Context: an optimization exercise on an open-source flow, tuned for small area and a short achievable clock period. The choices shown serve that exercise and are no tape-out recipe.
In this exercise RTL edits were held to simulation tests only and were not proved equivalent to the original.
No driver is modelled on the clock port, so clocking that relies on it looks cheaper here than on a real chip.
Power is estimated from default activity; no workload was simulated.

[flow/config.mk]
export PLATFORM = sky130hd
export DESIGN_NAME = daq_core
export DESIGN_NICKNAME = daq_core
export VERILOG_FILES = /design/flow/design.v
export SDC_FILE = /design/flow/constraint.sdc
export NUM_CORES = 4
export LEC_CHECK = 0
export CAP_MARGIN = 20
export CORE_MARGIN = 2
export CORE_UTILIZATION = 65
export CTS_CLUSTER_DIAMETER = 80
export CTS_CLUSTER_SIZE = 30
export SETUP_SLACK_MARGIN = 1.4
export SLEW_MARGIN = 20
[flow/constraint.sdc]
create_clock -name core_clock -period 3.0 [get_ports {BUS_CLK}]
set_input_delay 0.6000 -clock core_clock [delete_from_list [all_inputs] [get_ports {BUS_CLK}]]
set_output_delay 0.6000 -clock core_clock [all_outputs]
set_load 0.01 [all_outputs]
[flow/design.v]
`timescale 1ns/1ps
module bus_decoder (
    input  logic        BUS_CLK,
    input  logic        BUS_RST,
    input  logic [15:0] bus_add,
    input  logic        bus_rd,
    input  logic        bus_wr,
    output logic [7:0]  bus_rd_data,
    output logic        sys_rd,
    output logic        sys_wr,
    input  logic [7:0]  sys_rdata,
    output logic        pulse_wr,
    input  logic [7:0]  pulse_rdata,
    output logic        ts_inj_wr,
    input  logic [7:0]  ts_inj_rdata,
    output logic        ts_hor_wr,
    input  logic [7:0]  ts_hor_rdata
);
    localparam logic [15:0] SYS_BASE   = 16'h0300;
    localparam logic [15:0] PULSE_BASE = 16'h0100;
    localparam logic [15:0] TSI_BASE   = 16'h0700;
    localparam logic [15:0] TSH_BASE   = 16'h0900;
    logic sel_sys, sel_pulse, sel_ts_inj, sel_ts_hor;
    assign sel_sys    = bus_add[15:8] == SYS_BASE[15:8];
    assign sel_pulse  = bus_add[15:8] == PULSE_BASE[15:8];
    assign sel_ts_inj = bus_add[15:8] == TSI_BASE[15:8];
    assign sel_ts_hor = bus_add[15:8] == TSH_BASE[15:8];
    assign sys_rd    = bus_rd & sel_sys;
    assign sys_wr    = bus_wr & sel_sys;
    assign pulse_wr  = bus_wr & sel_pulse;
    assign ts_inj_wr = bus_wr & sel_ts_inj;
    assign ts_hor_wr = bus_wr & sel_ts_hor;
    always_ff @(posedge BUS_CLK) begin
        if (BUS_RST)
            bus_rd_data <= 8'h00;
        else if (bus_rd)
            bus_rd_data <= ({8{sel_sys}}    & sys_rdata)
                         | ({8{sel_pulse}}  & pulse_rdata)
                         | ({8{sel_ts_inj}} & ts_inj_rdata)
                         | ({8{sel_ts_hor}} & ts_hor_rdata);
    end
endmodule
`timescale 1ns/1ps
module system_regs (
    input  logic                 BUS_CLK,
    input  logic                 BUS_RST,
    input  logic                 regs_rd,
    input  logic                 regs_wr,
    input  logic [8-1:0] regs_offset,
    input  logic [7:0]           regs_wdata,
    output logic [7:0]           regs_rdata,
    output logic [28-1:0] ts_now,
    output logic                 resetb_ext,
    output logic [4:0]           led
);
    logic                 configured;
    logic [7:1]           gpio;
    logic [28-1:8] ts_snap;
    logic [28-1:0] ts_carry;
    assign ts_carry[0] = 1'b1;
    for (genvar i = 1; i < 28; i++) begin : g_carry
        assign ts_carry[i] = &ts_now[i-1:0];
    end
    logic [28-1:0] ts_toggle;
    assign ts_toggle = ts_carry & {28{~BUS_RST}};
    always_ff @(posedge BUS_CLK) begin
        if (BUS_RST)
            ts_now <= '0;
        else
            ts_now <= ts_now ^ ts_toggle;
    end
    always_ff @(posedge BUS_CLK) begin
        if (BUS_RST) begin
            configured <= 1'b0;
            gpio       <= '0;
            resetb_ext <= 1'b1;
        end else if (regs_wr) begin
            if (regs_offset == 8'd5)
                configured <= regs_wdata[0];
            if (regs_offset == 8'd8) begin
                gpio       <= regs_wdata[7:1];
                resetb_ext <= ~regs_wdata[0];
            end
        end
    end
    always_ff @(posedge BUS_CLK) begin
        if (regs_rd && regs_offset == 8'd12)
            ts_snap <= ts_now[28-1:8];
    end
    assign led = gpio[5:1];
    always_comb begin
        case (regs_offset)
            8'd0:            regs_rdata = 8'd1;
            8'd1:              regs_rdata = 8'd0;
            8'd2:              regs_rdata = 8'd1;
            8'd3:              regs_rdata = 8'd0;
            8'd4:         regs_rdata = {7'b0, configured};
            8'd8:               regs_rdata = {gpio, ~resetb_ext};
            8'd12:          regs_rdata = ts_now[7:0];
            8'd12 + 8'd1:   regs_rdata = ts_snap[15:8];
            8'd12 + 8'd2:   regs_rdata = ts_snap[23:16];
            8'd12 + 8'd3:   regs_rdata = {4'b0, ts_snap[27:24]};
            default:                     regs_rdata = 8'h00;
        endcase
    end
endmodule
`timescale 1ns/1ps
module pulse_gen (
    input  logic     BUS_CLK,
    input  logic     BUS_RST,
    input  logic     regs_wr,
    input  logic [8-1:0] regs_offset,
    input  logic [7:0] regs_wdata,
    output logic [7:0] regs_rdata,
    input  logic     trig_in,
    output logic     pulse
);
    logic [7:0] delay;
    logic [7:0] width;
    logic       ext_en;
    logic       busy;
    logic [7:0] cnt;
    logic [7:0] cnt_dec;
    logic [7:0] borrow;
    logic       start;
    logic       last;
    assign start = (regs_wr && regs_offset == 8'd0) || (trig_in && ext_en);
    assign last  = (cnt[7:1] == 7'd0) && (cnt[0] == pulse);
    assign borrow[0] = 1'b1;
    for (genvar i = 1; i < 8; i++) begin : g_borrow
        assign borrow[i] = ~|cnt[i-1:0];
    end
    assign cnt_dec = cnt ^ (borrow & {8{busy}});
    always_ff @(posedge BUS_CLK) begin
        if (BUS_RST) begin
            delay  <= 8'h00;
            width  <= 8'h00;
            ext_en <= 1'b0;
        end else if (regs_wr) begin
            if (regs_offset == 8'd1)
                delay <= regs_wdata;
            if (regs_offset == 8'd2)
                width <= regs_wdata;
            if (regs_offset == 8'd3)
                ext_en <= regs_wdata[0];
        end
    end
    always_ff @(posedge BUS_CLK) begin
        if (BUS_RST) begin
            busy  <= 1'b0;
            pulse <= 1'b0;
        end else if (!busy) begin
            if (start && width != 8'h00)
                busy <= 1'b1;
        end else if (last) begin
            busy  <= ~pulse;
            pulse <= ~pulse;
        end
    end
    always_ff @(posedge BUS_CLK) begin
        if (!busy)
            cnt <= delay;
        else if (last)
            cnt <= width;
        else
            cnt <= cnt_dec;
    end
    always_comb begin
        case (regs_offset)
            8'd0: regs_rdata = {7'b0, ~busy};
            8'd1: regs_rdata = delay;
            8'd2: regs_rdata = width;
            8'd3:  regs_rdata = {7'b0, ext_en};
            default:          regs_rdata = 8'h00;
        endcase
    end
endmodule
`timescale 1ns/1ps
module edge_timestamper (
    input  logic                 BUS_CLK,
    input  logic                 BUS_RST,
    input  logic                 regs_wr,
    input  logic [8-1:0] regs_offset,
    input  logic [7:0]           regs_wdata,
    output logic [7:0]           regs_rdata,
    input  logic                 di,
    input  logic [28-1:0] ts_now,
    input  logic                 fifo_read,
    output logic                 fifo_empty,
    output logic [8-1:0] fifo_head,
    output logic [8*28-1:0] fifo_mem
);
    localparam int D = 8;
    localparam int W = 28;
    logic [1:0]    di_sync;
    logic          di_prev;
    logic          rise;
    logic          enable;
    logic [7:0]    lost;
    logic [D:0]    occ;
    logic [7:0]    lost_inc;
    logic [7:0]    lost_carry;
    logic          lost_en;
    logic          full;
    logic          push;
    logic          pop;
    always_ff @(posedge BUS_CLK) begin
        if (BUS_RST) begin
            di_sync <= 2'b00;
            di_prev <= 1'b0;
        end else begin
            di_sync <= {di_sync[0], di};
            di_prev <= di_sync[1];
        end
    end
    assign rise       = di_sync[1] & ~di_prev;
    assign full       = occ[D];
    assign fifo_empty = occ[0];
    assign push       = rise & enable & ~full;
    assign pop        = fifo_read;
    assign fifo_head  = occ[D:1];
    always_ff @(posedge BUS_CLK) begin
        if (push)
            fifo_mem <= {fifo_mem[(D-1)*W-1:0], ts_now};
    end
    always_ff @(posedge BUS_CLK) begin
        if (BUS_RST)
            occ <= (D+1)'(1);
        else
            occ <= push ? (pop ? occ : {occ[D-1:0], 1'b0})
                        : (pop ? {1'b0, occ[D:1]} : occ);
    end
    assign lost_en = rise & enable & full & (lost != 8'hFF);
    assign lost_carry[0] = 1'b1;
    for (genvar i = 1; i < 8; i++) begin : g_carry
        assign lost_carry[i] = &lost[i-1:0];
    end
    assign lost_inc = lost ^ (lost_carry & {8{lost_en}});
    always_ff @(posedge BUS_CLK) begin
        if (BUS_RST) begin
            enable <= 1'b0;
            lost   <= 8'h00;
        end else begin
            if (regs_wr && regs_offset == 8'd0)
                enable <= regs_wdata[0];
            if (regs_wr && regs_offset == 8'd1)
                lost <= 8'h00;
            else
                lost <= lost_inc;
        end
    end
    always_comb begin
        case (regs_offset)
            8'd0: regs_rdata = {7'b0, enable};
            8'd1:   regs_rdata = lost;
            default:        regs_rdata = 8'h00;
        endcase
    end
endmodule
`timescale 1ns/1ps
module rr_arbiter (
    input  logic                      BUS_CLK,
    input  logic                      BUS_RST,
    input  logic [1:0]                src_empty,
    input  logic [8-1:0] src0_head,
    input  logic [8*28-1:0] src0_mem,
    input  logic [8-1:0] src1_head,
    input  logic [8*28-1:0] src1_mem,
    output logic [1:0]                src_read,
    input  logic                      arb_ready,
    output logic                      arb_write,
    output logic [31:0]               arb_data
);
    localparam int D = 8;
    localparam int W = 28;
    localparam logic [3:0] ID0 = 4'b0110;
    localparam logic [3:0] ID1 = 4'b0010;
    logic          last0;
    logic          pick1;
    logic          found;
    logic          pop;
    logic [W-1:0]  word0, word1;
    logic [W-1:0]  ts_q;
    assign pick1 = last0 ? ~src_empty[1] : src_empty[0];
    assign found = ~(src_empty[0] & src_empty[1]);
    assign pop   = found & arb_ready;
    assign src_read = {pop & pick1, pop & ~pick1};
    always_comb begin
        word0 = '0;
        word1 = '0;
        for (int i = 0; i < D; i++) begin
            word0 = word0 | ({W{src0_head[i]}} & src0_mem[i*W +: W]);
            word1 = word1 | ({W{src1_head[i]}} & src1_mem[i*W +: W]);
        end
    end
    always_ff @(posedge BUS_CLK) begin
        if (BUS_RST) begin
            last0     <= 1'b0;
            arb_write <= 1'b0;
        end else begin
            arb_write <= pop;
            if (pop)
                last0 <= ~pick1;
        end
    end
    always_ff @(posedge BUS_CLK)
        ts_q <= pick1 ? word1 : word0;
    assign arb_data = {last0 ? ID0 : ID1, ts_q};
endmodule
`timescale 1ns/1ps
module daq_core (
    input  logic        BUS_CLK,
    input  logic        BUS_RST,
    input  logic [15:0] bus_add,
    input  logic [7:0]  bus_wr_data,
    output logic [7:0]  bus_rd_data,
    input  logic        bus_rd,
    input  logic        bus_wr,
    input  logic        trig_in,
    input  logic        inj_loop_in,
    input  logic        hitor_in,
    output logic        inj_pulse,
    output logic        resetb_ext,
    output logic [4:0]  led,
    input  logic        arb_ready,
    output logic        arb_write,
    output logic [31:0] arb_data
);
    localparam int D = 8;
    localparam int W = 28;
    logic [W-1:0]   ts_now;
    logic [1:0]     src_empty;
    logic [1:0]     src_read;
    logic [D-1:0]   head0, head1;
    logic [D*W-1:0] mem0, mem1;
    logic [8-1:0] offset;
    logic       sys_rd, sys_wr, pulse_wr, ts_inj_wr, ts_hor_wr;
    logic [7:0] sys_rdata, pulse_rdata, ts_inj_rdata, ts_hor_rdata;
    assign offset = bus_add[8-1:0];
    bus_decoder bus_decoder0 (
        .BUS_CLK      (BUS_CLK),
        .BUS_RST      (BUS_RST),
        .bus_add      (bus_add),
        .bus_rd       (bus_rd),
        .bus_wr       (bus_wr),
        .bus_rd_data  (bus_rd_data),
        .sys_rd       (sys_rd),
        .sys_wr       (sys_wr),
        .sys_rdata    (sys_rdata),
        .pulse_wr     (pulse_wr),
        .pulse_rdata  (pulse_rdata),
        .ts_inj_wr    (ts_inj_wr),
        .ts_inj_rdata (ts_inj_rdata),
        .ts_hor_wr    (ts_hor_wr),
        .ts_hor_rdata (ts_hor_rdata)
    );
    system_regs system_regs0 (
        .BUS_CLK     (BUS_CLK),
        .BUS_RST     (BUS_RST),
        .regs_rd     (sys_rd),
        .regs_wr     (sys_wr),
        .regs_offset (offset),
        .regs_wdata  (bus_wr_data),
        .regs_rdata  (sys_rdata),
        .ts_now      (ts_now),
        .resetb_ext  (resetb_ext),
        .led         (led)
    );
    pulse_gen pulse_inj (
        .BUS_CLK     (BUS_CLK),
        .BUS_RST     (BUS_RST),
        .regs_wr     (pulse_wr),
        .regs_offset (offset),
        .regs_wdata  (bus_wr_data),
        .regs_rdata  (pulse_rdata),
        .trig_in     (trig_in),
        .pulse       (inj_pulse)
    );
    edge_timestamper ts_inj (
        .BUS_CLK     (BUS_CLK),
        .BUS_RST     (BUS_RST),
        .regs_wr     (ts_inj_wr),
        .regs_offset (offset),
        .regs_wdata  (bus_wr_data),
        .regs_rdata  (ts_inj_rdata),
        .di          (inj_loop_in),
        .ts_now      (ts_now),
        .fifo_read   (src_read[0]),
        .fifo_empty  (src_empty[0]),
        .fifo_head   (head0),
        .fifo_mem    (mem0)
    );
    edge_timestamper ts_hor (
        .BUS_CLK     (BUS_CLK),
        .BUS_RST     (BUS_RST),
        .regs_wr     (ts_hor_wr),
        .regs_offset (offset),
        .regs_wdata  (bus_wr_data),
        .regs_rdata  (ts_hor_rdata),
        .di          (hitor_in),
        .ts_now      (ts_now),
        .fifo_read   (src_read[1]),
        .fifo_empty  (src_empty[1]),
        .fifo_head   (head1),
        .fifo_mem    (mem1)
    );
    rr_arbiter rr_arbiter0 (
        .BUS_CLK   (BUS_CLK),
        .BUS_RST   (BUS_RST),
        .src_empty (src_empty),
        .src0_head (head0),
        .src0_mem  (mem0),
        .src1_head (head1),
        .src1_mem  (mem1),
        .src_read  (src_read),
        .arb_ready (arb_ready),
        .arb_write (arb_write),
        .arb_data  (arb_data)
    );
endmodule
[flow/flow/run.sh]
#!/bin/bash
set -euo pipefail
export OWN_FLOW_DIR="$PWD/flow"
export CTS_ARGS="-sink_clustering_enable -repair_clock_nets -sink_clustering_size 30 -sink_clustering_max_diameter 80 -dont_use_dummy_load"
export BUFFER_PORTS_ARGS="-buffer_cell sky130_fd_sc_hd__buf_2"
export POST_GLOBAL_ROUTE_TCL="$OWN_FLOW_DIR/post_grt.tcl"
export DS_LOCAL_MARGIN=1.35
export DS_GLOBAL_MARGIN=1.40
bash standard.sh > standard_flow.log 2>&1
[flow/flow/downsize.tcl]
# Area recovery that keeps timing: swap each cell for the smallest cell of its own
# family (same name up to the drive-strength suffix) that keeps the slack of every
# pin of the cell at or above DS_LOCAL ns and the design's worst slack at or above
# its value before the pass (or DS_GLOBAL ns if that is lower). Clock-tree cells,
# tap and filler cells are left alone.
proc ds_run {local_margin global_margin} {
  set dont_use {}
  if {[info exists ::env(DONT_USE_CELLS)]} { set dont_use $::env(DONT_USE_CELLS) }
  set wns0 [expr {[sta::worst_slack_cmd max] * 1e9}]
  set gmin [expr {min($wns0, $global_margin)}]
  # family -> list of {area libcell}
  array set fam {}
  foreach lc [get_lib_cells sky130_fd_sc_hd__*] {
    set n [get_name $lc]
    if {[lsearch -exact $dont_use $n] >= 0} continue
    if {![regexp {^(.*)_([0-9]+)$} $n -> base drv]} continue
    lappend fam($base) [list [get_property $lc area] $n]
  }
  foreach b [array names fam] { set fam($b) [lsort -real -index 0 $fam($b)] }
  set saved 0.0
  set swaps 0
  foreach inst [get_cells *] {
    set ref [get_property $inst ref_name]
    if {![regexp {^(.*)_([0-9]+)$} $ref -> base drv]} continue
    if {[string match "*clkbuf*" $ref] || [string match "*clkinv*" $ref] || [string match "*tap*" $ref] || [string match "*fill*" $ref] || [string match "*decap*" $ref] || [string match "*conb*" $ref]} continue
    if {![info exists fam($base)]} continue
    set iname [get_full_name $inst]
    if {[string match "clk*" $iname]} continue
    set a0 [get_property [get_lib_cells $ref] area]
    foreach cand $fam($base) {
      lassign $cand a n
      if {$a >= $a0} break
      replace_cell $inst $n
      estimate_parasitics -global_routing
      set ok 1
      foreach p [get_pins -of_objects $inst] {
        set s [get_property $p slack_max]
        if {$s ne "" && $s < $local_margin} { set ok 0; break }
      }
      if {$ok && [sta::worst_slack_cmd max] * 1e9 < $gmin} { set ok 0 }
      if {$ok} {
        set saved [expr {$saved + $a0 - $a}]
        incr swaps
        break
      }
      replace_cell $inst $ref
      estimate_parasitics -global_routing
    }
  }
  puts "downsize: $swaps cells, [format %.1f $saved] um2 saved, worst slack [format %.3f [expr {[sta::worst_slack_cmd max]*1e9}]] (was [format %.3f $wns0])"
}
[flow/flow/post_grt.tcl]
# Hook run by ORFS's global_route.tcl after its timing repair (POST_GLOBAL_ROUTE_TCL):
# recover area on cells with slack to spare, then reroute the touched nets and
# rewrite the route guides for detailed routing.
source $::env(OWN_FLOW_DIR)/downsize.tcl
global_route -start_incremental
ds_run $::env(DS_LOCAL_MARGIN) $::env(DS_GLOBAL_MARGIN)
global_route -end_incremental
estimate_parasitics -global_routing
report_worst_slack
report_design_area
write_guides $::env(RESULTS_DIR)/route.guide
[flow/standard.sh]
#!/bin/bash
# synth_recipe.tcl (not shown) runs the flow's synth.tcl, then flattens the netlist and writes it again
# the make line also repeats each setting of config.mk as NAME=value (left out here)
make -C /OpenROAD-flow-scripts/flow DESIGN_CONFIG=/design/flow/config.mk WORK_HOME=/design/flow/orfs CLKGATE_MAP_FILE= SYNTH_SCRIPT=/design/flow/synth_recipe.tcl "${@:-finish}"
==> summary.txt, run 1 <==
status=complete, no violations; Leak=8.39 nW; Post-CTS Setup Inserts=44; Total Wirelength=57.3 mm; final setup vio count=0; cell taking the most area after synthesis=edfxtp_1; most common cell in the synthesized netlist=edfxtp_1; DR iter-0 viols=1,806; Layout area overhead=12.9%; Core Area=34,500 µm²; max cap viols=0; Critical Path Stages=1; critical path's top delay family=flip-flops; ANT cells=0; fraction of registers with async set/reset=0%; Slew HR=a little under three fifths; Compound-Gate Fraction of Synth Area=between 10% and 20%; FILL cells=between 2k and 2.5k; Final min period=1680 ps; total track usage=30.1%; top_reg_cell synth=edfxtp_1; # IOs=80; pins over their slew limit=0; # DRC=0; critical path class=reg -> out; Worst Path Arrival=1080 ps; die width=191 µm; Synth Area in Adders=0.219%; top cells by count, synth=edfxtp_1 (468), dfxtp_1 (144), a22oi_1 (134); Fin Setup TNS=0 ps; Synth Area in XOR/XNOR=1.34%; top post-synthesis cells by area=edfxtp_1 (62%), dfxtp_1 (13%), a22oi_1 (4.4%); Synth Area in Simple Gates=7.62%; TritonRoute pass-1 iters=5; HP Class=in -> reg; top-area cell type share of the netlist area=between 60% and 70%; Clock transition at path regs=110 ps; fmax=0.596 GHz; crit-path max cell delay=360 ps; Overflow after GRT=0; # nets final=1,710; largest net degree at the start of global routing=79; total CTS buffers=26; worst vdd ir=0.698 mV; critical path launch point type=register; drt via density=approximately 6.8; Avg Synthesized Cell Area=15.0 µm²; Final Skew=about 54 ps; height of the die=191 µm; CP bufs+invs=1; R2R depth=4; Hold Path Stages=2; Seq cells post-synth=612; Resized cells post-CTS=between 100 and 150; largest family of logic cells by synthesized area=compound AO/OA/AOI/OAI gates; Mapped Cells=1,525; Reg2Reg Setup Slack=about 1300 ps; register area share after synthesis=approximately three quarters; CTS tree=built; Clock Path Buffers=3; Post-CTS Hold Fix Bufs=0; P per Cell Area=511 nW/µm²; initial antenna violation count=0; Cell Area, Synth=approximately 23,000 µm²; clock sink total=approximately 610; Routed Antenna Nets=0; crit-path cells=buf_6; CP Data Required Time=about 2400 ps; Detail Placement HPWL=33.6 mm; starting density of the core=66.0%; Yosys warning count=5; CTS H-Tree Depth=1; Post-synth EDFFs=roughly 470; overall power=13.2 mW; Tcrit/Tclk final=around 56%; first-pass GRT wire length=82.1 mm; Final Hold Fails=0; Distinct cells, synth=64; vias in the first global route=roughly 14k; crit-path max FO=2; ratio of cells with drive above 1 in the final layout=18.8%; die area=approximately 37,000 µm²; post-synthesis mux area share=under 10%; GP Congestion=0.928; root buffer cell=clkbuf_16; Site Rows=68; via count=14.5k; port bufs=76; wire length per cell=26.9 µm; Slowest-stage cell, CP=dfxtp_4; latest clock arrival within the worst-skew pair=600 ps; worst slew pin tran=655 ps; Crit. End Element=primary output
[per-layer routing]
metal | track usage, % | share of wire, % | wire [µm] | up-vias
met3 | 2.96 | 8.8 | 5030 | 110
met4 | 8.82 | 3.5 | 1980 | 0
met5 | 0 | 0 | 0 | -
met1 | 43.8 | 40 | 22700 | 7286
li1 | - | - | - | 6297
met2 | 48.9 | 48 | 27600 | 796
[power breakdown]
part | total (mW) | leakage (nW) | switching, mW | internal [mW]
sequential | 8.99 | 5.38 | 0.00793 | 8.98
clock | 3.96 | 0.320 | 2.41 | 1.56
combinational | 0.203 | 2.69 | 0.134 | 0.0698
[metrics by stage]
step	instances	setup WS, ps	instance area, µm²	utilization [%]	hold WS [ps]
global placement	2008	485	23900	69.3	423
CTS	2082	1310	25500	73.7	216
floorplan	1526	-403	23000	-	414
detailed placement	2008	452	23900	69.3	433
finish	2127	1320	25700	74.5	224
[final timing paths]
path / startpoint / end
hold / removal: inj_loop_in / ts_inj.di_sync[0]
setup / recovery: rr_arbiter0.last0 / arb_data[30]
hold reg to reg: ts_inj.fifo_mem[128] / ts_inj.fifo_mem[156]
setup reg to reg: ts_hor.occ[7] / rr_arbiter0.ts_q[4]
[registers in the layout (all words and copies together), names as in the netlist, 2 cells and up]
signal,flops
pulse_inj.delay,8
system_regs0.gpio,7
system_regs0.ts_snap,20
ts_hor.occ,9
ts_hor.fifo_mem,224
ts_inj.di_sync,2
bus_decoder0.bus_rd_data,8
ts_inj.occ,9
pulse_inj.cnt,8
pulse_inj.width,8
ts_hor.lost,8
ts_inj.fifo_mem,224
ts_hor.di_sync,2
ts_inj.lost,8
system_regs0.ts_now,28
rr_arbiter0.ts_q,28
[final cells by class]
class | count | area [µm²] | area share, %
tap | 455 | 569 | 2.21
clock buffer | 26 | 651 | 2.53
multi-input combinational | 809 | 5800 | 22.5
timing repair buffer | 209 | 1600 | 6.23
inverter | 16 | 63.8 | 0.248
sequential | 612 | 17100 | 66.3
[cells by family after synthesis]
family / count (synthesis)
multiplexers: 47
flip-flops: 612
XOR/XNOR: 35
adder cells (fa/ha/maj): 4
buffers and inverters: 108
AND/OR/NAND/NOR: 336
other: 2
AO/OA/AOI/OAI: 381
[layout by cell type, fill, tap and decap left out, drive strengths merged, types with 4 or more instances in the layout]
| cell type | instances |
|---|---|
| nand4 | 37 |
| a221oi | 56 |
| o21a | 4 |
| o21ai | 21 |
| a211oi | 9 |
| o211ai | 4 |
| a31oi | 33 |
| nand3 | 33 |
| inv | 15 |
| mux2i | 38 |
| edfxtp | 468 |
| nor4b | 5 |
| o22ai | 5 |
| dfxtp | 144 |
| mux2 | 8 |
| buf | 197 |
| nor2b | 16 |
| ha | 4 |
| a22oi | 134 |
| nor2 | 126 |
| clkbuf | 38 |
| xnor2 | 23 |
| a21oi | 38 |
| nor3 | 27 |
| a22o | 56 |
| nor4 | 9 |
| and4 | 7 |
| nand2 | 51 |
| xor2 | 12 |
| or3 | 6 |
| a21o | 8 |
| o31ai | 4 |
==> run 2: changes to the inputs <==
==> flow/flow/run.sh (replaced) <==
#!/bin/bash
set -euo pipefail
export OWN_FLOW_DIR="$PWD/flow"
export CTS_ARGS="-sink_clustering_enable -repair_clock_nets -sink_clustering_size 30 -sink_clustering_max_diameter 80 -dont_use_dummy_load"
export BUFFER_PORTS_ARGS="-buffer_cell sky130_fd_sc_hd__buf_2"
export POST_GLOBAL_ROUTE_TCL="$OWN_FLOW_DIR/post_grt.tcl"
export DS_LOCAL_MARGIN=1.37
export DS_GLOBAL_MARGIN=1.40
bash standard.sh > standard_flow.log 2>&1
--- a/flow/flow/downsize.tcl
+++ b/flow/flow/downsize.tcl
@@ -1,13 +1,18 @@
 # Area recovery that keeps timing: swap each cell for the smallest cell of its own
 # family (same name up to the drive-strength suffix) that keeps the slack of every
 # pin of the cell at or above DS_LOCAL ns and the design's worst slack at or above
-# its value before the pass (or DS_GLOBAL ns if that is lower). Clock-tree cells,
-# tap and filler cells are left alone.
+# its value before the pass (or DS_GLOBAL ns if that is lower), with no new max-slew
+# or max-capacitance violation and the worst hold slack kept above 0.05 ns (or its
+# value before the pass if lower). Clock-tree cells, tap and filler cells are left alone.
 proc ds_run {local_margin global_margin} {
   set dont_use {}
   if {[info exists ::env(DONT_USE_CELLS)]} { set dont_use $::env(DONT_USE_CELLS) }
   set wns0 [expr {[sta::worst_slack_cmd max] * 1e9}]
   set gmin [expr {min($wns0, $global_margin)}]
+  set hold0 [expr {[sta::worst_slack_cmd min] * 1e9}]
+  set hmin [expr {min($hold0, 0.05)}]
+  set slew0 [sta::max_slew_violation_count]
+  set cap0 [sta::max_capacitance_violation_count]
   # family -> list of {area libcell}
   array set fam {}
   foreach lc [get_lib_cells sky130_fd_sc_hd__*] {
@@ -38,6 +43,8 @@
         if {$s ne "" && $s < $local_margin} { set ok 0; break }
       }
       if {$ok && [sta::worst_slack_cmd max] * 1e9 < $gmin} { set ok 0 }
+      if {$ok && [sta::worst_slack_cmd min] * 1e9 < $hmin} { set ok 0 }
+      if {$ok && ([sta::max_slew_violation_count] > $slew0 || [sta::max_capacitance_violation_count] > $cap0)} { set ok 0 }
       if {$ok} {
         set saved [expr {$saved + $a0 - $a}]
         incr swaps
@@ -47,5 +54,5 @@
       estimate_parasitics -global_routing
     }
   }
-  puts "downsize: $swaps cells, [format %.1f $saved] um2 saved, worst slack [format %.3f [expr {[sta::worst_slack_cmd max]*1e9}]] (was [format %.3f $wns0])"
+  puts "downsize: $swaps cells, [format %.1f $saved] um2 saved, worst slack [format %.3f [expr {[sta::worst_slack_cmd max]*1e9}]] (was [format %.3f $wns0]), worst hold slack [format %.3f [expr {[sta::worst_slack_cmd min]*1e9}]], slew/cap violations [sta::max_slew_violation_count]/[sta::max_capacitance_violation_count]"
 }
--- a/flow/config.mk
+++ b/flow/config.mk
@@ -10,5 +10,5 @@
 export CORE_UTILIZATION = 65
 export CTS_CLUSTER_DIAMETER = 80
 export CTS_CLUSTER_SIZE = 30
-export SETUP_SLACK_MARGIN = 1.4
+export SETUP_SLACK_MARGIN = 1.45
 export SLEW_MARGIN = 20
==> summary.txt, run 2 <==
status=complete, no violations (unchanged); FILL cells=2,232 (was 2,217); Overflow after GRT=0 (unchanged); GP Congestion=0.915 (was 0.928); initial antenna violation count=0 (unchanged); critical path class=reg -> reg (was reg -> out); Mapped Cells=1,525 (unchanged); TritonRoute pass-1 iters=5 (unchanged); starting density of the core=66.0% (unchanged); max cap viols=0 (unchanged); top cells by count, synth=edfxtp_1 (468), dfxtp_1 (144), a22oi_1 (134) (unchanged); cell taking the most area after synthesis=edfxtp_1 (unchanged); Tcrit/Tclk final=56.8% (was 56.0%); final setup vio count=0 (unchanged); worst vdd ir=0.401 mV (was 0.698 mV); P per Cell Area=505 nW/µm² (was 511 nW/µm²); height of the die=191 µm (unchanged); Post-CTS Hold Fix Bufs=0 (unchanged); final hold slack=197 ps (was 224 ps); commonest cells after routing, fill and taps aside=edfxtp_1 (468), a22oi_1 (132), nor2_1 (118) (was edfxtp_1 (468), a22oi_1 (134), nor2_1 (118)); Detail Placement HPWL=33.3 mm (was 33.6 mm); first-pass GRT wire length=82.3 mm (was 82.1 mm); Placed Cells=2,016 (was 2,008); latest clock arrival within the worst-skew pair=600 ps (about the same); Post-CTS Setup Inserts=62 (was 44); Core Area=34,500 µm² (unchanged); root buffer cell=clkbuf_16 (unchanged); Leak=8.59 nW (was 8.39 nW); wire length per cell=26.4 µm (was 26.9 µm); die width=191 µm (unchanged); Fin Setup TNS=0 ps (unchanged); Yosys warning count=5 (unchanged); # nets final=1,747 (was 1,710); HP Class=in -> reg (unchanged); DP Area=24,100 µm² (was 23,900 µm²); Final min period=1700 ps (was 1680 ps); CTS tree=built (unchanged); Clock Path Buffers=3 (unchanged); # DRC=0 (unchanged); Clock transition at path regs=110 ps (about the same); Avg Synthesized Cell Area=15.0 µm² (unchanged); total CTS buffers=27 (was 26); Layout area overhead=14.6% (was 12.9%); via count=14.6k (was 14.5k); Total Wirelength=57.2 mm (was 57.3 mm); top_reg_cell synth=edfxtp_1 (unchanged); fin area=26,100 µm² (was 25,700 µm²); largest net degree at the start of global routing=61 (was 79); Seq cells post-synth=612 (unchanged); CP Data Required Time=3470 ps (was 2400 ps); clock sink total=612 (unchanged); worst slew pin tran=792 ps (was 655 ps); Post-synth EDFFs=468 (unchanged); most common cell in the synthesized netlist=edfxtp_1 (unchanged); Resized cells post-CTS=163 (was 140); drt via density=6.75 (was 6.81); crit-path max FO=5 (was 2); Crit. End Element=register (was primary output); pins over their slew limit=0 (unchanged); critical path launch point type=register (unchanged); fraction of registers with async set/reset=0% (unchanged); # IOs=80 (unchanged); die area=36,600 µm² (unchanged); Site Rows=68 (unchanged); top flop regs=ts_hor.fifo_mem (224), ts_inj.fifo_mem (224) (unchanged); total track usage=30.1% (about the same); Slew HR=46.5% (was 55.7%); Distinct cells, synth=64 (unchanged); Cell Area, Synth=22,800 µm² (unchanged); Post-Layout Cell Count=2,165 (was 2,127); most common cell after layout, fill and taps aside=edfxtp_1 (unchanged); fmax=0.587 GHz (was 0.596 GHz); ratio of cells with drive above 1 in the final layout=20.4% (was 18.8%); Worst Path Arrival=2180 ps (was 1080 ps); CTS H-Tree Depth=1 (unchanged); Final Skew=50.6 ps (was 54.3 ps); Final Hold Fails=0 (unchanged); top-area cell type share of the netlist area=61.6% (unchanged); port bufs=76 (unchanged); top post-synthesis cells by area=edfxtp_1 (62%), dfxtp_1 (13%), a22oi_1 (4.4%) (unchanged); vias in the first global route=13.9k (was 13.6k); Routed Antenna Nets=0 (unchanged); register area share after synthesis=74.3% (unchanged); DR iter-0 viols=1,800 (was 1,806)
[run 2: cell count changes in the layout (fill, tap and decap cells not counted), moves of 4 or more]
cell	before	now
a21oi_2	0	4
buf_6	43	66
buf_1	66	83
dfxtp_4	16	24
a21oi_1	38	34
buf_4	30	34
dfxtp_1	75	65
buf_12	6	2
buf_2	49	42
[run 2: stage by stage]
step / util (%) / setup WS [ps] / power [mW]
floorplan: - / -403 / 9.30
global placement: 69.7 / 572 / 9.37
detailed placement: 69.7 / 509 / 9.37
CTS: 75.0 / 1320 / 13.3
finish: 75.7 / 1300 / 13.2
[run 2: final cells by class]
type | instances | area [µm²] | area share (%)
Inverter | 16 | 65.1 | 0.249
Antenna cell | 1 | 2.50 | 0.00957
Timing Repair Buffer | 244 | 1870 | 7.17
Multi-Input combinational cell | 810 | 5870 | 22.4
Tap cell | 455 | 569 | 2.18
Clock buffer | 27 | 676 | 2.58
Sequential cell | 612 | 17100 | 65.4
[run 2: final timing paths]
check	depth (start not counted)	end	start	slack (ps)
worst min-delay path	2	ts_inj.di_sync[0]	inj_loop_in	200
worst max register to register	7	system_regs0.ts_now[23]	system_regs0.ts_now[2]	1300
worst max-delay path	7	system_regs0.ts_now[23]	system_regs0.ts_now[2]	1300
worst min register to register	0	ts_hor.fifo_mem[56]	ts_hor.fifo_mem[28]	430
[run 2: critical path, cell delays in order, from the launching register on]
cell	delay (ps)
dfxtp_4	390
and4_4	250
nand3_4	140
buf_6	150
buf_6	110
nor3_4	230
a21oi_2	90
a31o_2	210
[run 2: where the power goes]
| part | switching (mW) | internal (mW) |
|---|---|---|
| clock | 2.41 | 1.61 |
| combinational | 0.134 | 0.0751 |
| sequential | 0.00853 | 8.97 |
| total | 2.55 | 10.7 |
[run 2: cells by family after synthesis]
family,after synthesis,share of synthesized area [%]
AO/OA/AOI/OAI,381,12.4
XOR/XNOR,35,1.34
adder cells (fa/ha/maj),4,0.219
buffers and inverters,108,1.96
flip-flops,612,74.3
multiplexers,47,2.16
other,2,0.0329
AND/OR/NAND/NOR,336,7.62
[run 2: per-layer routing]
layer | routed length (µm) | vias up | GRT usage (%) | part of all wire [%]
met5 | 0 | - | 0 | 0
met4 | 2440 | 0 | 11.2 | 4.3
met3 | 4740 | 125 | 3.82 | 8.3
met2 | 27400 | 757 | 48.4 | 48
met1 | 22600 | 7341 | 42.8 | 40
li1 | - | 6395 | - | -
==> run 3: changes to the inputs <==
--- a/flow/config.mk
+++ b/flow/config.mk
@@ -10,5 +10,5 @@
 export CORE_UTILIZATION = 65
 export CTS_CLUSTER_DIAMETER = 80
 export CTS_CLUSTER_SIZE = 30
-export SETUP_SLACK_MARGIN = 1.45
+export SETUP_SLACK_MARGIN = 1.38
 export SLEW_MARGIN = 20
==> summary.txt, run 3 <==
HP Class=in -> reg (unchanged); DR iter-0 viols=1,635 (was 1,800); status=complete, no violations (unchanged); crit-path max FO=5 (unchanged); top cells by count, synth=edfxtp_1 (468), dfxtp_1 (144), a22oi_1 (134) (unchanged); initial antenna violation count=0 (unchanged); Post-synth EDFFs=468 (unchanged); Hold Path Stages=2 (unchanged); Resized cells post-CTS=122 (was 163); critical path launch point type=register (unchanged); Post-CTS Hold Fix Bufs=0 (unchanged); Core Area=34,500 µm² (unchanged); CTS H-Tree Depth=1 (unchanged); Tcrit/Tclk final=57.7% (was 56.8%); Overflow after GRT=0 (unchanged); overall power=13.2 mW (about the same); # IOs=80 (unchanged); Layout area overhead=12.6% (was 14.6%); port bufs=76 (unchanged); total CTS buffers=27 (unchanged); Leak=8.41 nW (was 8.59 nW); top flop regs=ts_hor.fifo_mem (224), ts_inj.fifo_mem (224) (unchanged); Fin Setup TNS=0 ps (unchanged); ratio of cells with drive above 1 in the final layout=19.3% (was 20.4%); die area=36,600 µm² (unchanged); Routed Antenna Nets=0 (unchanged); # DRC=0 (unchanged); wire length per cell=26.1 µm (was 26.4 µm); CTS tree=built (unchanged); first-pass GRT wire length=82.3 mm (about the same); Post-Layout Cell Count=2,110 (was 2,165); Crit. End Element=register (unchanged); cell taking the most area after synthesis=edfxtp_1 (unchanged); Worst Path Arrival=2170 ps (was 2180 ps); Detail Placement HPWL=33.3 mm (about the same); worst slew pin tran=929 ps (was 792 ps); clock share of power=30.4% (about the same); height of the die=191 µm (unchanged); R2R depth=5 (was 7); GP Congestion=0.914 (was 0.915); starting density of the core=66.0% (unchanged); Seq cells post-synth=612 (unchanged); Placed Cells=2,012 (was 2,016); final setup vio count=0 (unchanged); via count=14.3k (was 14.6k); pins over their slew limit=0 (unchanged); fmax=0.577 GHz (was 0.587 GHz); critical path class=reg -> reg (unchanged); latest clock arrival within the worst-skew pair=590 ps (was 600 ps); Reg power frac=68.1% (was 68.0%); top-area cell type share of the netlist area=61.6% (unchanged); top post-synthesis cells by area=edfxtp_1 (62%), dfxtp_1 (13%), a22oi_1 (4.4%) (unchanged); most common cell after layout, fill and taps aside=edfxtp_1 (unchanged); Final min period=1730 ps (was 1700 ps); Psw=2.54 mW (was 2.55 mW); Final Skew=57.1 ps (was 50.6 ps); commonest cells after routing, fill and taps aside=edfxtp_1 (468), a22oi_1 (134), nor2_1 (121) (was edfxtp_1 (468), a22oi_1 (132), nor2_1 (118)); Placement Setup Slack=532 ps (was 509 ps); largest net degree at the start of global routing=94 (was 61); drt via density=6.79 (was 6.75); combinational power share=1.5% (was 1.6%); Final Hold Fails=0 (unchanged); fraction of registers with async set/reset=0% (unchanged); Slew HR=38.1% (was 46.5%); Yosys warning count=5 (unchanged); Distinct cells, synth=64 (unchanged); Pint=10.7 mW (about the same); # nets final=1,693 (was 1,747); top_reg_cell synth=edfxtp_1 (unchanged); Site Rows=68 (unchanged); Total Wirelength=55.1 mm (was 57.2 mm); Clock Path Buffers=3 (unchanged); die width=191 µm (unchanged); Sw Share=19.2% (was 19.3%); most common cell in the synthesized netlist=edfxtp_1 (unchanged); P per Cell Area=514 nW/µm² (was 505 nW/µm²); ANT cells=0 (was 1); register area share after synthesis=74.3% (unchanged); Setup WS post-layout=1270 ps (was 1300 ps); Mapped Cells=1,525 (unchanged); root buffer cell=clkbuf_16 (unchanged); worst vdd ir=0.640 mV (was 0.401 mV); Post-CTS Setup Inserts=37 (was 62); max cap viols=0 (unchanged); vias in the first global route=13.6k (was 13.9k); Avg Synthesized Cell Area=15.0 µm² (unchanged); TritonRoute pass-1 iters=6 (was 5); Clock transition at path regs=110 ps (about the same); total track usage=30.0% (was 30.1%); CP Data Required Time=3440 ps (was 3470 ps); Cell Area, Synth=22,800 µm² (unchanged); clock sink total=612 (unchanged)
run 3: layer usage:
| metal | track usage [%] | up-vias | part of all wire (%) | wire length (µm) |
|---|---|---|---|---|
| li1 | - | 6270 | - | - |
| met1 | 43.5 | 7245 | 40 | 22300 |
| met2 | 48.1 | 708 | 48 | 26600 |
| met3 | 2.88 | 95 | 7.4 | 4070 |
| met4 | 10.8 | 0 | 4.0 | 2180 |
| met5 | 0 | - | 0 | 0 |
run 3: critical path, cell delays in order (launching register included):
cell and delay [ps]:
dfxtp_4 410, nand2_1 70, or3_4 370, nor3_4 290, nand4_1 140, mux2_1 330
run 3: cell families after synthesis:
family                     Yosys count  share of synthesized area (%)
buffers and inverters              108                           1.96
adders and majority gates            4                          0.219
and+or+nand+nor                    336                           7.62
muxes                               47                           2.16
other                                2                         0.0329
DFF                                612                           74.3
AOI/OAI and AO/OA                  381                           12.4
xor gates and xnor gates            35                           1.34
run 3: final cells by class:
class,count,area [µm²]
Sequential cell,612,17100
Clock buffer,27,676
Fill cell,2240,8870
Multi-Input combinational cell,808,5800
Tap cell,455,569
Inverter,16,61.3
Timing Repair Buffer,192,1500
run 3: stage by stage:
step	hold WS, ps	instance area (µm²)	util [%]
after global placement	418	24000	69.4
final	232	25700	74.3
after CTS	218	25400	73.6
after detailed placement	430	24000	69.4
after floorplan	414	23000	-
run 3: final timing paths:
| kind | start | slack, ps | to |
|---|---|---|---|
| max | system_regs0.ts_now[14] | 1270 | system_regs0.ts_now[19] |
| min | inj_loop_in | 230 | ts_inj.di_sync[0] |
| max reg2reg | system_regs0.ts_now[14] | 1270 | system_regs0.ts_now[19] |
| min reg2reg | ts_inj.fifo_mem[123] | 410 | ts_inj.fifo_mem[151] |
run 3: power groups by stage:
stage                     combinational, mW  sequential (mW)  clock, mW
final                                 0.203             8.99       4.01
after CTS                             0.196             8.99       4.06
after detailed placement              0.174             9.20          0
after global placement                0.170             9.20          0
after floorplan                       0.102             9.20          0
==> run 4: changes to the inputs <==
--- a/flow/config.mk
+++ b/flow/config.mk
@@ -10,5 +10,5 @@
 export CORE_UTILIZATION = 65
 export CTS_CLUSTER_DIAMETER = 80
 export CTS_CLUSTER_SIZE = 30
-export SETUP_SLACK_MARGIN = 1.38
+export SETUP_SLACK_MARGIN = 1.4
 export SLEW_MARGIN = 20
==> summary.txt, run 4 <==
status=complete, no violations (unchanged); worst vdd ir=0.694 mV (was 0.640 mV); Avg Synthesized Cell Area=15.0 µm² (unchanged); DR iter-0 viols=1,756 (was 1,635); post-synthesis mux area share=2.16% (unchanged); crit-path max cell delay=360 ps (was 410 ps); commonest cells after routing, fill and taps aside=edfxtp_1 (468), a22oi_1 (134), nor2_1 (118) (was edfxtp_1 (468), a22oi_1 (134), nor2_1 (121)); area of the multi-input gates=5830 µm² (was 5800 µm²); Leak=8.43 nW (was 8.41 nW); Synth Area in XOR/XNOR=1.34% (unchanged); ANT cells=0 (unchanged); fmax=0.596 GHz (was 0.577 GHz); Final Hold Fails=0 (unchanged); most common cell in the synthesized netlist=edfxtp_1 (unchanged); # DRC=0 (unchanged); Post-CTS Hold Fix Bufs=0 (unchanged); initial antenna violation count=0 (unchanged); critical path launch point type=register (unchanged); Distinct cells, synth=64 (unchanged); Layout area overhead=13.3% (was 12.6%); max cap viols=0 (unchanged); Resized cells post-CTS=140 (was 122); top flop regs=ts_hor.fifo_mem (224), ts_inj.fifo_mem (224) (unchanged); Worst Path Arrival=1080 ps (was 2170 ps); total track usage=30.1% (was 30.0%); port bufs=76 (unchanged); Total Wirelength=57.2 mm (was 55.1 mm); hold_sp=inj_loop_in (unchanged); CP Data Required Time=2400 ps (was 3440 ps); cell taking the most area after synthesis=edfxtp_1 (unchanged); top post-synthesis cells by area=edfxtp_1 (62%), dfxtp_1 (13%), a22oi_1 (4.4%) (unchanged); fraction of registers with async set/reset=0% (unchanged); Placed Cells=2,008 (was 2,012); top_reg_cell synth=edfxtp_1 (unchanged); Final min period=1680 ps (was 1730 ps); top-area cell type share of the netlist area=61.6% (unchanged); Crit. End Element=primary output (was register); Slowest-stage cell, CP=dfxtp_4 (unchanged); RR Startpoint=system_regs0.ts_now[13] (was system_regs0.ts_now[14]); Detail Placement HPWL=33.6 mm (was 33.3 mm); Post-CTS Setup Inserts=44 (was 37); Overflow after GRT=0 (unchanged); Site Rows=68 (unchanged); Synth Area in Adders=0.219% (unchanged); Post-Layout Cell Count=2,127 (was 2,110); crit-path cells=buf_6 (was nand2_1 > or3_4 > nor3_4 > nand4_1 > mux2_1); # nets final=1,710 (was 1,693); worst slew pin tran=652 ps (was 929 ps); root buffer cell=clkbuf_16 (unchanged); vias in the first global route=13.6k (about the same); Routed Antenna Nets=0 (unchanged); total CTS buffers=26 (was 27); largest net degree at the start of global routing=79 (was 94); Synth Area in Simple Gates=7.62% (unchanged); Post-synth EDFFs=468 (unchanged); Setup WS post-layout=1320 ps (was 1270 ps); Placement Setup Slack=452 ps (was 532 ps); height of the die=191 µm (unchanged); Compound-Gate Fraction of Synth Area=12.4% (unchanged); critical path class=reg -> out (was reg -> reg); GP Congestion=0.928 (was 0.914); clock sink total=612 (unchanged); register area share after synthesis=74.3% (unchanged); DP Area=23,900 µm² (was 24,000 µm²); Seq cells post-synth=612 (unchanged); Cell Area, Synth=22,800 µm² (unchanged); most common cell after layout, fill and taps aside=edfxtp_1 (unchanged); CP bufs+invs=1 (was 0); starting density of the core=66.0% (unchanged); Tcrit/Tclk final=55.9% (was 57.7%); CP Launch Point=rr_arbiter0.last0 (was system_regs0.ts_now[14]); fin area=25,800 µm² (was 25,700 µm²); # IOs=80 (unchanged); wire length per cell=26.9 µm (was 26.1 µm); Yosys warning count=5 (unchanged); critical path's top delay family=flip-flops (was simple AND/OR/NAND/NOR gates); Clock transition at path regs=110 ps (about the same); ratio of cells with drive above 1 in the final layout=19.6% (was 19.3%); drt via density=6.82 (was 6.79); Final Skew=54.3 ps (was 57.1 ps); largest family of logic cells by synthesized area=compound AO/OA/AOI/OAI gates (unchanged); final setup vio count=0 (unchanged); Clock Path Buffers=3 (unchanged); FF/Latch Area=17,100 µm² (about the same); Core Area=34,500 µm² (unchanged); latest clock arrival within the worst-skew pair=590 ps (about the same); Slew HR=55.9% (was 38.1%); HP Class=in -> reg (unchanged); CTS tree=built (unchanged); pins over their slew limit=0 (unchanged); Mapped Cells=1,525 (unchanged); fin util=74.8% (was 74.3%); CTS H-Tree Depth=1 (unchanged); crit-path max FO=2 (was 5); top cells by count, synth=edfxtp_1 (468), dfxtp_1 (144), a22oi_1 (134) (unchanged); FILL cells=2,190 (was 2,240); die width=191 µm (unchanged); TritonRoute pass-1 iters=8 (was 6); P per Cell Area=509 nW/µm² (was 514 nW/µm²); die area=36,600 µm² (unchanged); via count=14.5k (was 14.3k); first-pass GRT wire length=82.1 mm (was 82.3 mm)
[run 4: cell counts after synthesis]
Identical to the previous run, type by type.
[run 4: final cells by class]
class	count	share of cell area [%]
well taps	455	2.20
flip-flops and latches	612	66.1
repair buffers	209	6.41
inverters	16	0.247
clock buffers	26	2.52
multi-input cells	809	22.6
[run 4: cells by family after synthesis]
| kind of cell | count (synthesis) |
|---|---|
| compound gates | 381 |
| fa+ha+maj | 4 |
| simple gates | 336 |
| mux | 47 |
| xor+xnor | 35 |
| other cells | 2 |
| buf+inv | 108 |
| flops | 612 |
[run 4: through the flow]
step                      total power, mW  hold slack [ps]  TNS (ps)
after detailed placement             9.38              433         0
after global placement               9.37              423         0
final                                13.1              224         0
after CTS                            13.2              216         0
after floorplan                      9.30              414     -4280
[run 4: layer usage]
| layer | global-route usage (%) | share of wire [%] | routed length (µm) | vias up |
|---|---|---|---|---|
| met5 | 0 | 0 | 0 | - |
| met4 | 8.82 | 3.5 | 2020 | 0 |
| met3 | 2.96 | 8.9 | 5070 | 122 |
| met2 | 48.9 | 48 | 27600 | 843 |
| met1 | 43.8 | 39 | 22500 | 7231 |
| li1 | - | - | - | 6307 |
[run 4: power by group]
group	total, mW	switching, mW	internal, mW
clock network	3.95	2.39	1.56
logic	0.206	0.134	0.0720
registers	8.99	0.00805	8.98
total	13.1	2.54	10.6
[run 4: final timing paths]
check                                               end  slack, ps  depth (start not counted)
worst min-delay path                  ts_inj.di_sync[0]        220                          2
worst max register to register  system_regs0.ts_now[20]       1350                          6
worst max-delay path                       arb_data[30]       1320                          1
worst min register to register     ts_inj.fifo_mem[156]        420                          0
==> run 5: changes to the inputs <==
==> flow/flow/run.sh (replaced) <==
#!/bin/bash
set -euo pipefail
export OWN_FLOW_DIR="$PWD/flow"
export CTS_ARGS="-sink_clustering_enable -repair_clock_nets -sink_clustering_size 30 -sink_clustering_max_diameter 80 -dont_use_dummy_load"
export BUFFER_PORTS_ARGS="-buffer_cell sky130_fd_sc_hd__buf_2"
export POST_GLOBAL_ROUTE_TCL="$OWN_FLOW_DIR/post_grt.tcl"
export POST_CTS_TCL="$OWN_FLOW_DIR/post_cts.tcl"
export DS_LOCAL_MARGIN=1.37
export DS_GLOBAL_MARGIN=1.40
bash standard.sh > standard_flow.log 2>&1
--- a/flow/flow/downsize.tcl
+++ b/flow/flow/downsize.tcl
@@ -4,6 +4,7 @@
 # its value before the pass (or DS_GLOBAL ns if that is lower), with no new max-slew
 # or max-capacitance violation and the worst hold slack kept above 0.05 ns (or its
 # value before the pass if lower). Clock-tree cells, tap and filler cells are left alone.
+if {![info exists ::ds_est]} { set ::ds_est {estimate_parasitics -global_routing} }
 proc ds_run {local_margin global_margin} {
   set dont_use {}
   if {[info exists ::env(DONT_USE_CELLS)]} { set dont_use $::env(DONT_USE_CELLS) }
@@ -36,7 +37,7 @@
       lassign $cand a n
       if {$a >= $a0} break
       replace_cell $inst $n
-      estimate_parasitics -global_routing
+      eval $::ds_est
       set ok 1
       foreach p [get_pins -of_objects $inst] {
         set s [get_property $p slack_max]
@@ -51,7 +52,7 @@
         break
       }
       replace_cell $inst $ref
-      estimate_parasitics -global_routing
+      eval $::ds_est
     }
   }
   puts "downsize: $swaps cells, [format %.1f $saved] um2 saved, worst slack [format %.3f [expr {[sta::worst_slack_cmd max]*1e9}]] (was [format %.3f $wns0]), worst hold slack [format %.3f [expr {[sta::worst_slack_cmd min]*1e9}]], slew/cap violations [sta::max_slew_violation_count]/[sta::max_capacitance_violation_count]"
==> flow/flow/post_cts.tcl (new file) <==
# Hook run by ORFS's cts.tcl after its timing repair (POST_CTS_TCL): take out repair
# buffers that timing no longer needs (placement parasitics).
source $::env(OWN_FLOW_DIR)/unbuffer.tcl
ub_run $::env(DS_LOCAL_MARGIN) {estimate_parasitics -placement}
report_design_area
--- a/flow/flow/post_grt.tcl
+++ b/flow/flow/post_grt.tcl
@@ -2,6 +2,7 @@
 # recover area on cells with slack to spare, then reroute the touched nets and
 # rewrite the route guides for detailed routing.
 source $::env(OWN_FLOW_DIR)/downsize.tcl
+set ::ds_est {estimate_parasitics -global_routing}
 global_route -start_incremental
 ds_run $::env(DS_LOCAL_MARGIN) $::env(DS_GLOBAL_MARGIN)
 global_route -end_incremental
==> flow/flow/unbuffer.tcl (new file) <==
# Remove timing-repair buffers that are no longer needed: a buffer (not a port or
# clock buffer) is taken out, its loads moved to its input net, when every former
# load pin keeps at least the given setup slack, the worst setup slack does not drop,
# the worst hold slack stays above 0.05 ns (or its value before, if lower), and no
# new max-slew or max-capacitance violation appears. Otherwise the buffer is put back.
proc ub_run {local_margin est_cmd} {
  set block [ord::get_db_block]
  set wns0 [expr {[sta::worst_slack_cmd max] * 1e9}]
  set hold0 [expr {[sta::worst_slack_cmd min] * 1e9}]
  set hmin [expr {min($hold0, 0.05)}]
  set slew0 [sta::max_slew_violation_count]
  set cap0 [sta::max_capacitance_violation_count]
  set removed 0
  set saved 0.0
  foreach inst [$block getInsts] {
    set master [$inst getMaster]
    set mname [$master getName]
    if {![regexp {^sky130_fd_sc_hd__buf_[0-9]+$} $mname]} continue
    set iname [$inst getName]
    if {[string match "input*" $iname] || [string match "output*" $iname] || [string match "clk*" $iname]} continue
    set a [$inst findITerm A]
    set x [$inst findITerm X]
    set in_net [$a getNet]
    set out_net [$x getNet]
    if {$in_net eq "NULL" || $out_net eq "NULL"} continue
    if {[llength [$out_net getBTerms]] > 0} continue
    if {[$in_net getSigType] ne "SIGNAL" || [$out_net getSigType] ne "SIGNAL"} continue
    set loads {}
    foreach it [$out_net getITerms] {
      if {[$it getInst] ne $inst} { lappend loads $it }
    }
    set area [expr {[$master getWidth] * [$master getHeight] / 1e6}]
    foreach it $loads { $it disconnect; $it connect $in_net }
    $a disconnect
    $x disconnect
    eval $est_cmd
    set ok 1
    foreach it $loads {
      set s [get_property [get_pins [$it getName]] slack_max]
      if {$s ne "" && $s < $local_margin} { set ok 0; break }
    }
    if {$ok && [sta::worst_slack_cmd max] * 1e9 < $wns0 - 1e-4} { set ok 0 }
    if {$ok && [sta::worst_slack_cmd min] * 1e9 < $hmin} { set ok 0 }
    if {$ok && ([sta::max_slew_violation_count] > $slew0 || [sta::max_capacitance_violation_count] > $cap0)} { set ok 0 }
    if {$ok} {
      odb::dbInst_destroy $inst
      odb::dbNet_destroy $out_net
      incr removed
      set saved [expr {$saved + $area}]
    } else {
      foreach it $loads { $it disconnect; $it connect $out_net }
      $a connect $in_net
      $x connect $out_net
      eval $est_cmd
    }
  }
  puts "unbuffer: $removed buffers removed, [format %.1f $saved] um2 saved, worst slack [format %.3f [expr {[sta::worst_slack_cmd max]*1e9}]] (was [format %.3f $wns0])"
}
==> summary.txt, run 5 <==
# nets final=1,711 (was 1,710); DR iter-0 viols=1,687 (was 1,756); Routed Antenna Nets=0 (unchanged); crit-path max FO=6 (was 2); Placed Cells=2,008 (unchanged); fmax=0.596 GHz (about the same); crit-path cells=buf_6 > and4_4 > nand3_4 > nor3_4 > buf_6 > nand2_1 > mux2_2 (was buf_6); initial antenna violation count=0 (unchanged); P per Cell Area=510 nW/µm² (was 509 nW/µm²); Tcrit/Tclk final=55.9% (about the same); clock share of power=30.2% (was 30.1%); Post-Layout Cell Count=2,128 (was 2,127); max cap viols=0 (unchanged); Avg Synthesized Cell Area=15.0 µm² (unchanged); most common cell after layout, fill and taps aside=edfxtp_1 (unchanged); Setup WS post-layout=1320 ps (about the same); largest net degree at the start of global routing=79 (unchanged); Slew HR=53.4% (was 55.9%); Worst Path Arrival=2130 ps (was 1080 ps); status=complete, no violations (unchanged); total track usage=30.1% (about the same); # IOs=80 (unchanged); Post-synth EDFFs=468 (unchanged); Crit. End Element=register (was primary output); clock sink total=612 (unchanged); via count=14.5k (about the same); most used cell along the critical path=buf_6; final setup vio count=0 (unchanged); GP Congestion=0.928 (unchanged); CTS tree=built (unchanged); wire length per cell=27.0 µm (was 26.9 µm); Layout area overhead=13.3% (about the same); Yosys warning count=5 (unchanged); Final Skew=52.3 ps (was 54.3 ps); top_reg_cell synth=edfxtp_1 (unchanged); Slowest-stage cell, CP=dfxtp_2 (was dfxtp_4); Clock transition at path regs=110 ps (about the same); commonest cells after routing, fill and taps aside=edfxtp_1 (468), a22oi_1 (134), nor2_1 (118) (unchanged); starting density of the core=66.0% (unchanged); CP Data Required Time=3450 ps (was 2400 ps); combinational power share=1.6% (about the same); Site Rows=68 (unchanged); Detail Placement HPWL=33.6 mm (unchanged); die width=191 µm (unchanged); Total Wirelength=57.4 mm (was 57.2 mm); Fin Setup TNS=0 ps (unchanged); latest clock arrival within the worst-skew pair=590 ps (about the same); Mapped Cells=1,525 (unchanged); port bufs=76 (unchanged); register area share after synthesis=74.3% (unchanged); first-pass GRT wire length=82.1 mm (about the same); Psw=2.55 mW (was 2.54 mW); ratio of cells with drive above 1 in the final layout=19.3% (was 19.6%); TritonRoute pass-1 iters=5 (was 8); cell taking the most area after synthesis=edfxtp_1 (unchanged); Seq cells post-synth=612 (unchanged); FILL cells=2,185 (was 2,190); Sw Share=19.4% (was 19.3%); critical path class=reg -> reg (was reg -> out); most common cell in the synthesized netlist=edfxtp_1 (unchanged); Placement Setup Slack=452 ps (unchanged); worst slew pin tran=699 ps (was 652 ps); # DRC=0 (unchanged); CP bufs+invs=2 (was 1); HP Class=in -> reg (unchanged); top post-synthesis cells by area=edfxtp_1 (62%), dfxtp_1 (13%), a22oi_1 (4.4%) (unchanged); top-area cell type share of the netlist area=61.6% (unchanged); ANT cells=0 (unchanged); Leak=8.43 nW (about the same); Final min period=1680 ps (about the same); Core Area=34,500 µm² (unchanged); critical path launch point type=register (unchanged); pins over their slew limit=0 (unchanged); Reg power frac=68.3% (was 68.4%); die area=36,600 µm² (unchanged); fraction of registers with async set/reset=0% (unchanged); height of the die=191 µm (unchanged); vias in the first global route=13.6k (about the same); top cells by count, synth=edfxtp_1 (468), dfxtp_1 (144), a22oi_1 (134) (unchanged); drt via density=6.83 (was 6.82); critical path's top delay family=simple AND/OR/NAND/NOR gates (was flip-flops); Overflow after GRT=0 (unchanged); Cell Area, Synth=22,800 µm² (unchanged); Pint=10.6 mW (unchanged); Distinct cells, synth=64 (unchanged); Final Hold Fails=0 (unchanged); worst vdd ir=0.706 mV (was 0.694 mV); top flop regs=ts_hor.fifo_mem (224), ts_inj.fifo_mem (224) (unchanged); crit-path max cell delay=330 ps (was 360 ps)
-- run 5: cell counts after synthesis --
No cell type changed its count.
-- run 5: routing by layer --
layer / wire length [µm] / GRT usage [%]
met2: 27700 / 49.1
met4: 1930 / 8.82
met1: 22500 / 43.3
met5: 0 / 0
met3: 5270 / 3.29
-- run 5: worst paths after layout --
path,slack [ps],depth (start not counted),startpoint,end
max reg2reg,1320,7,system_regs0.ts_now[0],system_regs0.ts_now[17]
min reg2reg,430,0,ts_inj.fifo_mem[128],ts_inj.fifo_mem[156]
min,220,2,inj_loop_in,ts_inj.di_sync[0]
max,1320,7,system_regs0.ts_now[0],system_regs0.ts_now[17]
-- run 5: layout make-up --
class / count / area [µm²] / area share, %
clock buffers: 26 / 651 / 2.52
well taps: 455 / 569 / 2.20
repair buffers: 210 / 1630 / 6.31
flip-flops and latches: 612 / 17100 / 66.1
multi-input cells: 809 / 5850 / 22.6
inverters: 16 / 63.8 / 0.247
-- run 5: kinds of logic after synthesis --
kind of cell,Yosys count,share of synthesized area (%)
flip-flops,612,74.3
multiplexers,47,2.16
AO/OA/AOI/OAI,381,12.4
XOR/XNOR,35,1.34
adder cells (fa/ha/maj),4,0.219
other,2,0.0329
buffers and inverters,108,1.96
AND/OR/NAND/NOR,336,7.62
-- run 5: per-stage QoR --
| step | area, µm² | utilization (%) | power (mW) | hold slack [ps] |
|---|---|---|---|---|
| finish | 25800 | 74.8 | 13.2 | 223 |
| floorplan | 23000 | - | 9.30 | 414 |
| global placement | 23900 | 69.3 | 9.37 | 423 |
| detailed placement | 23900 | 69.3 | 9.38 | 433 |
-- run 5: power groups by stage --
stage | sequential (mW) | combinational, mW | clock [mW]
floorplan | 9.20 | 0.102 | 0
global placement | 9.20 | 0.176 | 0
detailed placement | 9.20 | 0.179 | 0
finish | 8.99 | 0.207 | 3.97
==> run 6: changes to the inputs <==
--- a/flow/flow/downsize.tcl
+++ b/flow/flow/downsize.tcl
@@ -8,6 +8,7 @@
 proc ds_run {local_margin global_margin} {
   set dont_use {}
   if {[info exists ::env(DONT_USE_CELLS)]} { set dont_use $::env(DONT_USE_CELLS) }
+  eval $::ds_est
   set wns0 [expr {[sta::worst_slack_cmd max] * 1e9}]
   set gmin [expr {min($wns0, $global_margin)}]
   set hold0 [expr {[sta::worst_slack_cmd min] * 1e9}]
--- a/flow/flow/unbuffer.tcl
+++ b/flow/flow/unbuffer.tcl
@@ -5,6 +5,7 @@
 # new max-slew or max-capacitance violation appears. Otherwise the buffer is put back.
 proc ub_run {local_margin est_cmd} {
   set block [ord::get_db_block]
+  eval $est_cmd
   set wns0 [expr {[sta::worst_slack_cmd max] * 1e9}]
   set hold0 [expr {[sta::worst_slack_cmd min] * 1e9}]
   set hmin [expr {min($hold0, 0.05)}]
==> summary.txt, run 6 <==
total track usage=29.9% (was 30.1%); Detail Placement HPWL=33.6 mm (unchanged); critical path class=reg -> reg (unchanged); # IOs=80 (unchanged); crit-path cells=nand2_2 > or3_4 > nor3_4 > buf_6 > nand2_1 > mux2_2 (was buf_6 > and4_4 > nand3_4 > nor3_4 > buf_6 > nand2_1 > mux2_2); crit-path max FO=4 (was 6); Final Hold Fails=0 (unchanged); Seq cells post-synth=612 (unchanged); initial antenna violation count=0 (unchanged); latest clock arrival within the worst-skew pair=590 ps (about the same); TritonRoute pass-1 iters=6 (was 5); Yosys warning count=5 (unchanged); top cells by count, synth=edfxtp_1 (468), dfxtp_1 (144), a22oi_1 (134) (unchanged); CP bufs+invs=1 (was 2); first-pass GRT wire length=81.5 mm (was 82.1 mm); clock share of power=30.0% (was 30.2%); critical path launch point type=register (unchanged); Reg power frac=68.4% (was 68.3%); wire length per cell=26.5 µm (was 27.0 µm); CTS tree=built (unchanged); top post-synthesis cells by area=edfxtp_1 (62%), dfxtp_1 (13%), a22oi_1 (4.4%) (unchanged); Critical Path End=system_regs0.ts_now[17] (unchanged); FF/Latch Area=17,100 µm² (about the same); combinational power share=1.5% (was 1.6%); Worst Path Arrival=2150 ps (was 2130 ps); most common cell in the synthesized netlist=edfxtp_1 (unchanged); critical path's top delay family=simple AND/OR/NAND/NOR gates (unchanged); via count=14.4k (was 14.5k); RR Startpoint=system_regs0.ts_now[13] (was system_regs0.ts_now[0]); worst slew pin tran=667 ps (was 699 ps); top-area cell type share of the netlist area=61.6% (unchanged); max cap viols=0 (unchanged); Crit. End Element=register (unchanged); most common cell after layout, fill and taps aside=edfxtp_1 (unchanged); Critical Path Stages=6 (was 7); Routed Antenna Nets=0 (unchanged); cell taking the most area after synthesis=edfxtp_1 (unchanged); Core Area=34,500 µm² (unchanged); GP Congestion=0.928 (unchanged); worst vdd ir=0.476 mV (was 0.706 mV); Fin Setup TNS=0 ps (unchanged); commonest cells after routing, fill and taps aside=edfxtp_1 (468), a22oi_1 (134), nor2_1 (118) (unchanged); drt via density=6.78 (was 6.83); P per Cell Area=510 nW/µm² (about the same); Cell Area, Synth=22,800 µm² (unchanged); Slowest-stage cell, CP=or3_4 (was dfxtp_2); fraction of registers with async set/reset=0% (unchanged); ratio of cells with drive above 1 in the final layout=18.9% (was 19.3%); area of the multi-input gates=5830 µm² (was 5850 µm²); ANT cells=0 (unchanged); Mapped Cells=1,525 (unchanged); R2R depth=6 (was 7); Psw=2.52 mW (was 2.55 mW); Site Rows=68 (unchanged); die area=36,600 µm² (unchanged); top flop regs=ts_hor.fifo_mem (224), ts_inj.fifo_mem (224) (unchanged); port bufs=76 (unchanged); Total Wirelength=56.0 mm (was 57.4 mm); Final min period=1700 ps (was 1680 ps); Slew HR=55.5% (was 53.4%); Leak=8.36 nW (was 8.43 nW); Overflow after GRT=0 (unchanged); Post-synth EDFFs=468 (unchanged); # nets final=1,699 (was 1,711); Sw Share=19.2% (was 19.4%); vias in the first global route=13.5k (was 13.6k); fin util=74.4% (was 74.8%); CP Data Required Time=3450 ps (about the same); height of the die=191 µm (unchanged); Reg2Reg Setup Slack=1300 ps (was 1320 ps); register area share after synthesis=74.3% (unchanged); # DRC=0 (unchanged); crit-path max cell delay=430 ps (was 330 ps); Placement Setup Slack=452 ps (unchanged); RR Endpoint=system_regs0.ts_now[17] (unchanged); CP Launch Point=system_regs0.ts_now[13] (was system_regs0.ts_now[0]); largest net degree at the start of global routing=79 (unchanged); starting density of the core=66.0% (unchanged); die width=191 µm (unchanged); fmax=0.589 GHz (was 0.596 GHz); DR iter-0 viols=1,711 (was 1,687); Setup WS post-layout=1300 ps (was 1320 ps); Layout area overhead=12.7% (was 13.3%); pins over their slew limit=0 (unchanged); Distinct cells, synth=64 (unchanged); HP Class=in -> reg (unchanged); Final Skew=49.5 ps (was 52.3 ps); clock sink total=612 (unchanged); final setup vio count=0 (unchanged); top_reg_cell synth=edfxtp_1 (unchanged); Clock transition at path regs=110 ps (about the same); Pint=10.6 mW (about the same); status=complete, no violations (unchanged); Avg Synthesized Cell Area=15.0 µm² (unchanged); Tcrit/Tclk final=56.6% (was 55.9%); FILL cells=2,204 (was 2,185)
run 6: cell types whose count changed in the layout (fill, tap and decap cells not counted), sizes merged:
cell and delta:
clkbuf -6, buf -6
run 6: worst reg2reg max path, stage by stage (launching register included):
cell and delay [ps]:
dfxtp_4 360, nand2_2 50, or3_4 430, nor3_4 260
buf_6 160, nand2_1 50, mux2_2 270
run 6: layout make-up:
| cell class | instances | area share, % |
|---|---|---|
| repair buffers | 198 | 5.94 |
| well taps | 455 | 2.21 |
| multi-input cells | 809 | 22.7 |
| inverters | 16 | 0.248 |
| flip-flops and latches | 612 | 66.4 |
| clock buffers | 26 | 2.53 |
run 6: routing by layer:
layer	routed length, µm	vias to the layer above	share of wire [%]	global-route usage (%)
li1	-	6275	-	-
met1	22600	7185	40	43.3
met2	27000	782	48	48.4
met3	4420	112	7.9	3.10
met4	2070	0	3.7	9.14
met5	0	-	0	0
run 6: cell families after synthesis:
kind of cell | Yosys count | share of synthesized area [%]
AOI/OAI and AO/OA | 381 | 12.4
adders and majority gates | 4 | 0.219
and+or+nand+nor | 336 | 7.62
muxes | 47 | 2.16
other | 2 | 0.0329
xor gates and xnor gates | 35 | 1.34
buffers and inverters | 108 | 1.96
DFF | 612 | 74.3
run 6: worst min path at each step:
stage                    startpoint                   end  slack (ps)  cells past startpoint
2_1_floorplan     ts_hor.di_sync[0]     ts_hor.di_sync[1]         410                      1
3_3_place_gp      ts_hor.di_sync[0]     ts_hor.di_sync[1]         420                      1
3_5_place_dp   ts_inj.fifo_mem[150]  ts_inj.fifo_mem[178]         430                      0
6_report                inj_loop_in     ts_inj.di_sync[0]         220                      2
run 6: power by group through the flow:
stage	registers [mW]	clock network (mW)	logic, mW
floorplan	9.20	0	0.102
global placement	9.20	0	0.176
detailed placement	9.20	0	0.179
finish	8.98	3.94	0.203
run 6: through the flow:
step / cells / hold WS, ps / total power [mW] / area [µm²]
after floorplan: 1526 / 414 / 9.30 / 23000
after global placement: 2008 / 423 / 9.37 / 23900
after detailed placement: 2008 / 433 / 9.38 / 23900
final: 2116 / 223 / 13.1 / 25700

re-timing with driven ports:
In the flow no input, the clock included, has a driving cell. The finished layouts below were timed again as built, in two steps. Step 1 sets driving cells, clkbuf_16 on the clock port and buf_2 on the other inputs (assumed; they add their load-dependent delay and slew). Step 2 also shifts input and output timing later by t, the mid clock arrival at the registers, as if the neighbouring blocks saw the same clock. a / b / c = no drivers / after step 1 / after step 2; a / b = the first two.
run | shift t [ns] | setup WS [ns]
run 1 | 0.619 | 1.321 / 1.266 / 0.807
run 2 | 0.633 | 1.297 / 1.274 / 0.806
run 3 | 0.615 | 1.268 / 1.268 / 0.773
run 4 | 0.618 | 1.322 / 1.267 / 0.814
run 5 | 0.619 | 1.323 / 1.268 / 0.807
run 6 | 0.615 | 1.301 / 1.274 / 0.824
After both steps setup and hold are still met in every run listed.
